Background: an optimization exercise with open tools, aiming at small area. Do not read the settings as production practice.
Where RTL was checked, it was by simulation tests only, not by an equivalence proof against the original.
Power figures rest on the tool's default switching activity, not on a simulated workload.

run 1:
==> flow/design.v (excerpt) <==
module gpio_32_top
(
  input  logic                PCLK,
  input  logic                PRESETn,
  input  logic                PSEL,
  input  logic                PENABLE,
  input  logic                PWRITE,
  input  logic [7:0]          PADDR,
  input  logic [31:0]         PWDATA,
  output logic [31:0]         PRDATA,
  output logic                PREADY,
  output logic                PSLVERR,
  input  logic [gpio_32_pkg::NUM_GPIO-1:0] gpio_in_raw,
  output logic [gpio_32_pkg::NUM_GPIO-1:0] gpio_out,
  output logic [gpio_32_pkg::NUM_GPIO-1:0] gpio_oe,
  output logic                gpio_irq
);
Size in the first run: ~3,400 cells after synthesis, ~180 I/O pins.
==> module gpio_g_xnor_clr, before the edit <==
module gpio_g_xnor_clr (input logic a, b, c, output logic y);
  assign y = ~((a ^ b) | c);
endmodule
==> module gpio_debounce, before the edit <==
module gpio_debounce
(
  input  logic                PCLK,
  input  logic                PRESETn,
  input  logic                sync_en,
  input  logic                pin_raw,
  input  logic [gpio_32_pkg::DB_CNT_W-1:0] db_ntm,
  output logic                pin_stb,
  output logic                pin_chg
);
  localparam int W = gpio_32_pkg::DB_CNT_W;
  logic          meta_r;
  logic          sync_r;
  logic          stb_r;
  logic [W-1:0]  cnt_r;
  logic [W-1:0]  cnt_d;
  logic [W:0]    ge_s;     
  logic [W:0]    cy_s;     
  logic [W:0]    ncy_s;    
  logic          hit_s;
  logic          clr_s;
  logic          flip_s;
  logic          chg_r;
  gpio_g_or u_ge0 (.a(cnt_r[0]), .b(db_ntm[0]), .y(ge_s[1]));
  for (genvar i = 1; i < W; i++) begin : g_cmp
    gpio_g_maj u_maj (.a(cnt_r[i]), .b(ge_s[i]), .c(db_ntm[i]), .y(ge_s[i+1]));
  end
  assign hit_s = ge_s[W];
  gpio_g_nor u_b0 (.a(cnt_r[0]), .b(clr_s), .y(cnt_d[0]));
  assign cy_s[1] = cnt_r[0];
  for (genvar i = 1; i < W; i++) begin : g_inc
    if (i % 2 == 1) begin : g_odd
      gpio_g_xor_clr u_d (.a(cnt_r[i]), .b(cy_s[i]), .c(clr_s), .y(cnt_d[i]));
      if (i < W - 1) begin : g_c
        gpio_g_nand u_c (.a(cnt_r[i]), .b(cy_s[i]), .y(ncy_s[i+1]));
      end
    end else begin : g_even
      gpio_g_xnor_clr u_d (.a(cnt_r[i]), .b(ncy_s[i]), .c(clr_s), .y(cnt_d[i]));
      gpio_g_andn u_c (.a(ncy_s[i]), .b(cnt_r[i]), .y(cy_s[i+1]));
    end
  end
  logic nsync_s;
  logic ndiff_s;
  logic stb_d;
  gpio_g_nand u_ns   (.a(sync_r), .b(sync_en), .y(nsync_s));
  gpio_g_xor  u_nd   (.a(nsync_s), .b(stb_r), .y(ndiff_s));
  gpio_g_or   u_clr  (.a(ndiff_s), .b(hit_s), .y(clr_s));
  gpio_g_andn u_flip (.a(ndiff_s), .b(hit_s), .y(flip_s));
  gpio_g_xor_clr u_stb (.a(stb_r), .b(flip_s), .c(PRESETn), .y(stb_d));
  always_ff @(posedge PCLK) begin
    meta_r <= pin_raw;
    sync_r <= meta_r;
    stb_r  <= stb_d;
    chg_r  <= flip_s;
    cnt_r  <= cnt_d;
  end
  assign pin_stb = stb_r;
  assign pin_chg = chg_r;
endmodule
Settings: LEC_CHECK=0, CAP_MARGIN=10, CORE_MARGIN=2, CORE_UTILIZATION=70, CTS_CLUSTER_DIAMETER=60, CTS_CLUSTER_SIZE=30, SLEW_MARGIN=10, SYNTH_HIERARCHICAL=1, SYNTH_MINIMUM_KEEP_SIZE=0; clock period 10.0 ns.
standard.sh (not shown) runs the stock make flow with config.mk's settings and CLKGATE_MAP_FILE= SYNTH_SCRIPT=/design/flow/synth_recipe.tcl, a recipe that flattens the netlist after the stock synthesis.
==> flow/flow/run.sh <==
#!/bin/bash
# Layout flow: the standard synthesis unchanged, then the standard
# ORFS layout with two changes:
#   - ports are buffered with the smallest buffer (buf_1) instead of the
#     default choice;
#   - clock tree synthesis inserts no dummy loads (clkload cells);
#   - after floorplan, combinational cells that synthesis upsized are set back
#     to their smallest drive strength (flip-flops are left as they are);
#     the later repair steps upsize again wherever slew, load or timing need it.
# Each step's full output goes to its own log file in this folder.
set -euo pipefail
here=$(pwd)
bash standard.sh synth > "$here/flow_synth.log" 2>&1
bash standard.sh \
  "BUFFER_PORTS_ARGS=-buffer_cell sky130_fd_sc_hd__buf_1" \
  "POST_FLOORPLAN_TCL=$here/flow/downsize.tcl" \
  "CTS_ARGS=-sink_clustering_enable -repair_clock_nets -sink_clustering_size 30 -sink_clustering_max_diameter 60 -dont_use_dummy_load" \
  finish > "$here/flow_layout.log" 2>&1
==> flow/flow/downsize.tcl <==
# Set every combinational standard cell to the smallest drive strength of its
# family (same function and pins). Flip-flops keep the cell synthesis gave them.
set db [ord::get_db]
set block [[$db getChip] getBlock]
set n_swapped 0
set area_before 0.0
set area_after 0.0
foreach inst [$block getInsts] {
  set master [$inst getMaster]
  set name [$master getName]
  if {![regexp {^(sky130_fd_sc_hd__[a-z0-9]+)_([0-9]+)$} $name -> base size]} { continue }
  if {[regexp {df|dl|sdf|edf|tap|fill|decap|conb|clkbuf|clkinv|clkdly|dlygate|diode} $base]} { continue }
  set best ""
  set best_area 0
  foreach sz {0 1 2} {
    if {$sz >= $size} { break }
    set cand [$db findMaster "${base}_${sz}"]
    if {$cand eq "NULL" || $cand eq ""} { continue }
    set a [expr {[$cand getWidth] * [$cand getHeight]}]
    set cur [expr {[$master getWidth] * [$master getHeight]}]
    if {$a < $cur && ($best eq "" || $a <= $best_area)} {
      set best $cand
      set best_area $a
    }
  }
  if {$best ne ""} {
    set area_before [expr {$area_before + [$master getWidth] * [$master getHeight] / 1e6}]
    set area_after [expr {$area_after + $best_area / 1e6}]
    $inst swapMaster $best
    incr n_swapped
  }
}
puts "downsize: swapped $n_swapped instances, area $area_before -> $area_after um2"
For run 2, these inputs were changed with respect to run 1:
--- a/flow/design.v
+++ b/flow/design.v
@@ -13,20 +13,23 @@
     addr_in_range = (addr_hi == 3'b000);
   endfunction
 endpackage
 module gpio_g_nand (input logic a, b, output logic y);
   assign y = ~(a & b);
 endmodule
+module gpio_g_and (input logic a, b, output logic y);
+  assign y = a & b;
+endmodule
+module gpio_g_nor3 (input logic a, b, c, output logic y);
+  assign y = ~(a | b | c);
+endmodule
 module gpio_g_nor (input logic a, b, output logic y);
   assign y = ~(a | b);
 endmodule
 module gpio_g_xor_clr (input logic a, b, c, output logic y);
   assign y = ~(~(a ^ b) | c);
-endmodule
-module gpio_g_xnor_clr (input logic a, b, c, output logic y);
-  assign y = ~((a ^ b) | c);
 endmodule
 module gpio_g_xor (input logic a, b, output logic y);
   assign y = a ^ b;
 endmodule
 module gpio_g_or (input logic a, b, output logic y);
   assign y = a | b;
@@ -51,36 +54,31 @@
   logic          meta_r;
   logic          sync_r;
   logic          stb_r;
   logic [W-1:0]  cnt_r;
   logic [W-1:0]  cnt_d;
   logic [W:0]    ge_s;     
-  logic [W:0]    cy_s;     
-  logic [W:0]    ncy_s;    
+  logic [W-1:0]  cy_s;     
   logic          hit_s;
   logic          clr_s;
   logic          flip_s;
   logic          chg_r;
   gpio_g_or u_ge0 (.a(cnt_r[0]), .b(db_ntm[0]), .y(ge_s[1]));
   for (genvar i = 1; i < W; i++) begin : g_cmp
     gpio_g_maj u_maj (.a(cnt_r[i]), .b(ge_s[i]), .c(db_ntm[i]), .y(ge_s[i+1]));
   end
   assign hit_s = ge_s[W];
   gpio_g_nor u_b0 (.a(cnt_r[0]), .b(clr_s), .y(cnt_d[0]));
   assign cy_s[1] = cnt_r[0];
-  for (genvar i = 1; i < W; i++) begin : g_inc
-    if (i % 2 == 1) begin : g_odd
-      gpio_g_xor_clr u_d (.a(cnt_r[i]), .b(cy_s[i]), .c(clr_s), .y(cnt_d[i]));
-      if (i < W - 1) begin : g_c
-        gpio_g_nand u_c (.a(cnt_r[i]), .b(cy_s[i]), .y(ncy_s[i+1]));
-      end
-    end else begin : g_even
-      gpio_g_xnor_clr u_d (.a(cnt_r[i]), .b(ncy_s[i]), .c(clr_s), .y(cnt_d[i]));
-      gpio_g_andn u_c (.a(ncy_s[i]), .b(cnt_r[i]), .y(cy_s[i+1]));
-    end
-  end
+  for (genvar i = 1; i < W - 1; i++) begin : g_inc
+    logic nor_s;
+    gpio_g_and  u_c (.a(cnt_r[i]), .b(cy_s[i]), .y(cy_s[i+1]));
+    gpio_g_nor  u_o (.a(cnt_r[i]), .b(cy_s[i]), .y(nor_s));
+    gpio_g_nor3 u_d (.a(nor_s), .b(cy_s[i+1]), .c(clr_s), .y(cnt_d[i]));
+  end
+  gpio_g_xor_clr u_bw (.a(cnt_r[W-1]), .b(cy_s[W-1]), .c(clr_s), .y(cnt_d[W-1]));
   logic nsync_s;
   logic ndiff_s;
   logic stb_d;
   gpio_g_nand u_ns   (.a(sync_r), .b(sync_en), .y(nsync_s));
   gpio_g_xor  u_nd   (.a(nsync_s), .b(stb_r), .y(ndiff_s));
   gpio_g_or   u_clr  (.a(ndiff_s), .b(hit_s), .y(clr_s));
[summary]
Timing, DRC, antenna: 0 failures across run 2 and run 1
Relative to run 1, logic depth of the worst path, buffers included increased by about 4.5% in run 2.
Looking at worst-path cell with the longest stage delay, the sky130_fd_sc_hd__ha_2 result is from run 1; the sky130_fd_sc_hd__edfxtp_1 one comes from run 2.
Comparing run 1 with run 2, the total number of nets in the final design came out essentially unchanged.
Summary of run 2 over run 1: power after layout lower, post-layout minimum cycle time roughly the same, final routed wire length divided by cell count higher.
On cell count after placement: between run 2 and run 1, it ends up higher for run 1.
Any difference in worst path required time between run 2 and run 1 is small enough to ignore.
Function was not checked in any run of this note: the RTL went through the layout flow alone.


gpio_32_top, a different RTL version from the one above (not shown whole).
Size in the first run: roughly 3700 cells after synthesis, ~850 flip-flops, ~180 I/O pins.
==> module gpio_g_inv, before the edit <==
module gpio_g_inv (input logic a, output logic y);
  assign y = ~a;
endmodule
==> module gpio_debounce, before the edit <==
module gpio_debounce
(
  input  logic                PCLK,
  input  logic                PRESETn,
  input  logic                sync_en,
  input  logic                pin_raw,
  input  logic [gpio_32_pkg::DB_CNT_W-1:0] db_ntm,
  output logic                pin_stb,
  output logic                pin_chg
);
  localparam int W = gpio_32_pkg::DB_CNT_W;
  logic          meta_r;
  logic          sync_r;
  logic          stb_r;
  logic [W-1:0]  cnt_r;
  logic [W-1:0]  cnt_d;
  logic [W:0]    ge_s;     
  logic [W:0]    cy_s;     
  logic [W:0]    ncy_s;    
  logic          hit_s;
  logic          clr_s;
  logic          flip_s;
  logic          chg_r;
  gpio_g_or u_ge0 (.a(cnt_r[0]), .b(db_ntm[0]), .y(ge_s[1]));
  for (genvar i = 1; i < W; i++) begin : g_cmp
    gpio_g_maj u_maj (.a(cnt_r[i]), .b(ge_s[i]), .c(db_ntm[i]), .y(ge_s[i+1]));
  end
  assign hit_s = ge_s[W];
  gpio_g_nor u_b0 (.a(cnt_r[0]), .b(clr_s), .y(cnt_d[0]));
  assign cy_s[1] = cnt_r[0];
  for (genvar i = 1; i < W; i++) begin : g_inc
    if (i % 2 == 1) begin : g_odd
      gpio_g_xor_clr u_d (.a(cnt_r[i]), .b(cy_s[i]), .c(clr_s), .y(cnt_d[i]));
      if (i < W - 1) begin : g_c
        gpio_g_nand u_c (.a(cnt_r[i]), .b(cy_s[i]), .y(ncy_s[i+1]));
      end
    end else begin : g_even
      logic ncnt_s;
      gpio_g_xnor_clr u_d (.a(cnt_r[i]), .b(ncy_s[i]), .c(clr_s), .y(cnt_d[i]));
      gpio_g_inv u_n (.a(cnt_r[i]), .y(ncnt_s));
      gpio_g_nor u_c (.a(ncnt_s), .b(ncy_s[i]), .y(cy_s[i+1]));
    end
  end
  logic nsync_s;
  logic ndiff_s;
  logic stb_d;
  gpio_g_nand u_ns   (.a(sync_r), .b(sync_en), .y(nsync_s));
  gpio_g_xor  u_nd   (.a(nsync_s), .b(stb_r), .y(ndiff_s));
  gpio_g_or   u_clr  (.a(ndiff_s), .b(hit_s), .y(clr_s));
  gpio_g_andn u_flip (.a(ndiff_s), .b(hit_s), .y(flip_s));
  gpio_g_xor_clr u_stb (.a(stb_r), .b(flip_s), .c(PRESETn), .y(stb_d));
  always_ff @(posedge PCLK) begin
    meta_r <= pin_raw;
    sync_r <= meta_r;
    stb_r  <= stb_d;
    chg_r  <= flip_s;
    cnt_r  <= cnt_d;
  end
  assign pin_stb = stb_r;
  assign pin_chg = chg_r;
endmodule
==> module gpio_rd_bit, before the edit <==
module gpio_rd_bit
(
  input  logic [7:0] sel,
  input  logic [7:0] dat,
  output logic       y
);
  assign y = |(sel & dat);
endmodule
==> module gpio_32_top, before the edit <==
module gpio_32_top
(
  input  logic                PCLK,
  input  logic                PRESETn,
  input  logic                PSEL,
  input  logic                PENABLE,
  input  logic                PWRITE,
  input  logic [7:0]          PADDR,
  input  logic [31:0]         PWDATA,
  output logic [31:0]         PRDATA,
  output logic                PREADY,
  output logic                PSLVERR,
  input  logic [gpio_32_pkg::NUM_GPIO-1:0] gpio_in_raw,
  output logic [gpio_32_pkg::NUM_GPIO-1:0] gpio_out,
  output logic [gpio_32_pkg::NUM_GPIO-1:0] gpio_oe,
  output logic                gpio_irq
);
  logic [31:0]         dir_r;
  logic [31:0]         out_r;
  logic [31:0]         mask_r;
  logic [31:0]         status_r;
  logic [31:0]         status_d;
  logic [31:0]         type_r;
  logic [31:0]         pol_r;
  logic [gpio_32_pkg::DB_CNT_W-1:0] db_cfg_r;
  logic [gpio_32_pkg::DB_CNT_W-1:0] db_ntm_s;
  logic                rst_d1_r;
  logic                rst_d2_r;
  logic                sync_en_s;
  logic [31:0]         stb_s;
  logic [31:0]         chg_s;
  logic [31:0]         wdata_s;
  logic [2:0]          idx_s;
  logic                in_range_s;
  logic                wr_en_s;
  logic                rd_en_s;
  logic [7:0]          sel_s;
  logic [7:0]          ld_s;
  logic [7:0]          rd_sel_s;
  assign idx_s      = PADDR[4:2];
  assign in_range_s = (PADDR[7:5] == 3'b000);
  assign wr_en_s    = PENABLE & PWRITE & in_range_s;
  assign rd_en_s    = PSEL & ~PWRITE & in_range_s;
  always_comb begin
    sel_s = 8'h00;
    sel_s[idx_s] = 1'b1;
  end
  assign ld_s     = {8{PRESETn}} | ({8{wr_en_s}} & sel_s);
  assign wdata_s  = PWDATA & {32{~PRESETn}};
  assign rd_sel_s = {8{rd_en_s}} & sel_s;
  always_ff @(posedge PCLK) begin
    rst_d1_r <= PRESETn;
    rst_d2_r <= rst_d1_r;
  end
  assign sync_en_s = ~(rst_d1_r | rst_d2_r);
  assign db_ntm_s = ~(db_cfg_r - {15'd0, (db_cfg_r != 16'd0)});
  for (genvar g = 0; g < gpio_32_pkg::NUM_GPIO; g++) begin : g_pin
    gpio_debounce u_db (
      .PCLK      (PCLK),
      .PRESETn   (PRESETn),
      .sync_en   (sync_en_s),
      .pin_raw   (gpio_in_raw[g]),
      .db_ntm    (db_ntm_s),
      .pin_stb   (stb_s[g]),
      .pin_chg   (chg_s[g])
    );
    gpio_stat_bit u_st (
      .st     (status_r[g]),
      .in_lvl (stb_s[g]),
      .in_chg (chg_s[g]),
      .pol    (pol_r[g]),
      .typ    (type_r[g]),
      .wdat   (PWDATA[g]),
      .wclr   (wr_en_s & sel_s[4]),
      .rst    (PRESETn),
      .st_d   (status_d[g])
    );
    gpio_rd_bit u_rd (
      .sel (rd_sel_s),
      .dat ({(g < 16) ? db_cfg_r[g % 16] : 1'b0, pol_r[g], type_r[g], status_r[g],
             mask_r[g], stb_s[g], out_r[g], dir_r[g]}),
      .y   (PRDATA[g])
    );
  end
  always_ff @(posedge PCLK) begin
    if (ld_s[0]) dir_r    <= wdata_s;
    if (ld_s[1]) out_r    <= wdata_s;
    if (ld_s[3]) mask_r   <= wdata_s;
    if (ld_s[5]) type_r   <= wdata_s;
    if (ld_s[6]) pol_r    <= wdata_s;
    if (ld_s[7]) db_cfg_r <= wdata_s[15:0];
    status_r <= status_d;
  end
  assign PREADY   = 1'b1;
  assign PSLVERR  = PSEL & PENABLE & ~in_range_s;
  assign gpio_out = out_r;
  assign gpio_oe  = dir_r;
  assign gpio_irq = |(status_r & mask_r);
endmodule
Settings: LEC_CHECK=0, CAP_MARGIN=20, CORE_MARGIN=2, CORE_UTILIZATION=60, CTS_CLUSTER_DIAMETER=60, CTS_CLUSTER_SIZE=30, SLEW_MARGIN=20, SYNTH_HIERARCHICAL=1, SYNTH_MINIMUM_KEEP_SIZE=0; clock period 10.0 ns.
==> flow/flow/run.sh <==
#!/bin/bash
# Layout flow: the standard synthesis unchanged, then the standard
# ORFS layout with two changes:
#   - ports are buffered with the smallest buffer (buf_1) instead of the
#     default choice;
#   - after floorplan, combinational cells that synthesis upsized are set back
#     to their smallest drive strength (flip-flops are left as they are);
#     the later repair steps upsize again wherever slew, load or timing need it.
# Each step's full output goes to its own log file in this folder.
set -euo pipefail
here=$(pwd)
bash standard.sh synth > "$here/flow_synth.log" 2>&1
bash standard.sh \
  "BUFFER_PORTS_ARGS=-buffer_cell sky130_fd_sc_hd__buf_1" \
  "POST_FLOORPLAN_TCL=$here/flow/downsize.tcl" \
  finish > "$here/flow_layout.log" 2>&1
Scripts as last shown in full above: flow/flow/downsize.tcl
Then changed:
--- a/flow/design.v
+++ b/flow/design.v
@@ -16,15 +16,12 @@
 module gpio_g_nand (input logic a, b, output logic y);
   assign y = ~(a & b);
 endmodule
 module gpio_g_nor (input logic a, b, output logic y);
   assign y = ~(a | b);
 endmodule
-module gpio_g_inv (input logic a, output logic y);
-  assign y = ~a;
-endmodule
 module gpio_g_xor_clr (input logic a, b, c, output logic y);
   assign y = ~(~(a ^ b) | c);
 endmodule
 module gpio_g_xnor_clr (input logic a, b, c, output logic y);
   assign y = ~((a ^ b) | c);
 endmodule
@@ -74,16 +71,14 @@
     if (i % 2 == 1) begin : g_odd
       gpio_g_xor_clr u_d (.a(cnt_r[i]), .b(cy_s[i]), .c(clr_s), .y(cnt_d[i]));
       if (i < W - 1) begin : g_c
         gpio_g_nand u_c (.a(cnt_r[i]), .b(cy_s[i]), .y(ncy_s[i+1]));
       end
     end else begin : g_even
-      logic ncnt_s;
       gpio_g_xnor_clr u_d (.a(cnt_r[i]), .b(ncy_s[i]), .c(clr_s), .y(cnt_d[i]));
-      gpio_g_inv u_n (.a(cnt_r[i]), .y(ncnt_s));
-      gpio_g_nor u_c (.a(ncnt_s), .b(ncy_s[i]), .y(cy_s[i+1]));
+      gpio_g_andn u_c (.a(ncy_s[i]), .b(cnt_r[i]), .y(cy_s[i+1]));
     end
   end
   logic nsync_s;
   logic ndiff_s;
   logic stb_d;
   gpio_g_nand u_ns   (.a(sync_r), .b(sync_en), .y(nsync_s));
@@ -114,16 +109,24 @@
   output logic st_d
 );
   logic evt;
   assign evt  = ~(in_lvl ^ pol) & (~typ | in_chg);
   assign st_d = ~rst & ((st & ~(wdat & wclr)) | evt);
 endmodule
-module gpio_rd_bit
+module gpio_rd8
 (
   input  logic [7:0] sel,
   input  logic [7:0] dat,
+  output logic       y
+);
+  assign y = |(sel & dat);
+endmodule
+module gpio_rd7
+(
+  input  logic [6:0] sel,
+  input  logic [6:0] dat,
   output logic       y
 );
   assign y = |(sel & dat);
 endmodule
 module gpio_32_top
 (
@@ -199,18 +202,26 @@
       .typ    (type_r[g]),
       .wdat   (PWDATA[g]),
       .wclr   (wr_en_s & sel_s[4]),
       .rst    (PRESETn),
       .st_d   (status_d[g])
     );
-    gpio_rd_bit u_rd (
-      .sel (rd_sel_s),
-      .dat ({(g < 16) ? db_cfg_r[g % 16] : 1'b0, pol_r[g], type_r[g], status_r[g],
-             mask_r[g], stb_s[g], out_r[g], dir_r[g]}),
-      .y   (PRDATA[g])
-    );
+    if (g < gpio_32_pkg::DB_CNT_W) begin : g_rd8
+      gpio_rd8 u_rd (
+        .sel (rd_sel_s),
+        .dat ({db_cfg_r[g % gpio_32_pkg::DB_CNT_W], pol_r[g], type_r[g], status_r[g],
+               mask_r[g], stb_s[g], out_r[g], dir_r[g]}),
+        .y   (PRDATA[g])
+      );
+    end else begin : g_rd7
+      gpio_rd7 u_rd (
+        .sel (rd_sel_s[6:0]),
+        .dat ({pol_r[g], type_r[g], status_r[g], mask_r[g], stb_s[g], out_r[g], dir_r[g]}),
+        .y   (PRDATA[g])
+      );
+    end
   end
   always_ff @(posedge PCLK) begin
     if (ld_s[0]) dir_r    <= wdata_s;
     if (ld_s[1]) out_r    <= wdata_s;
     if (ld_s[3]) mask_r   <= wdata_s;
     if (ld_s[5]) type_r   <= wdata_s;
What happened: Worst setup slack gains 0.21 ns. Clock power grows by a few percent. Wire length shrinks slightly. Combinational power shrinks slightly. Cell count shrinks by a few percent. Via count shrinks by a few percent. Die area grows by a few percent. Clock skew barely changes. Synthesized cell count shrinks by a few percent. Register-to-register slack gains 0.21 ns. Power grows slightly. Global-route usage shrinks by 1.3 points.
Only the layout flow was run in the second run of this note; the RTL was not checked for function there.

-- afterwards: timing with drivers on the ports --
In the flow no input, the clock included, has a driving cell. The finished layouts below were timed again as built, in two steps.
Step 1 assumes that a clkbuf_16 drives the clock port and a buf_2 every other input.
Step 2 moves the port delays by t, midway between the first and last clock arrival at a register: inputs arrive t later, outputs are due t later. That takes back most of the time a late clock gives input paths.
Slacks: ideal ports / drivers / drivers and shift; pairs: ideal ports / drivers.
| run | shift t [ns] | slack for setup (ns) | worst register clock-pin slew, ns | cell pins on the clock port's net |
|---|---|---|---|---|
| run 1 | 0.669 | 1.320 / 1.320 / 1.320 | 0.11 / 0.11 | 1 |
| run 2 | 0.665 | 1.317 / 1.317 / 1.317 | 0.11 / 0.11 | 1 |
| the first run of note 2 | 0.690 | 1.040 / 1.040 / 1.040 | 0.10 / 0.10 | 1 |
| the second run of note 2 | 0.714 | 1.245 / 1.245 / 1.245 | 0.11 / 0.11 | 1 |
After both steps every run listed still meets setup and hold.
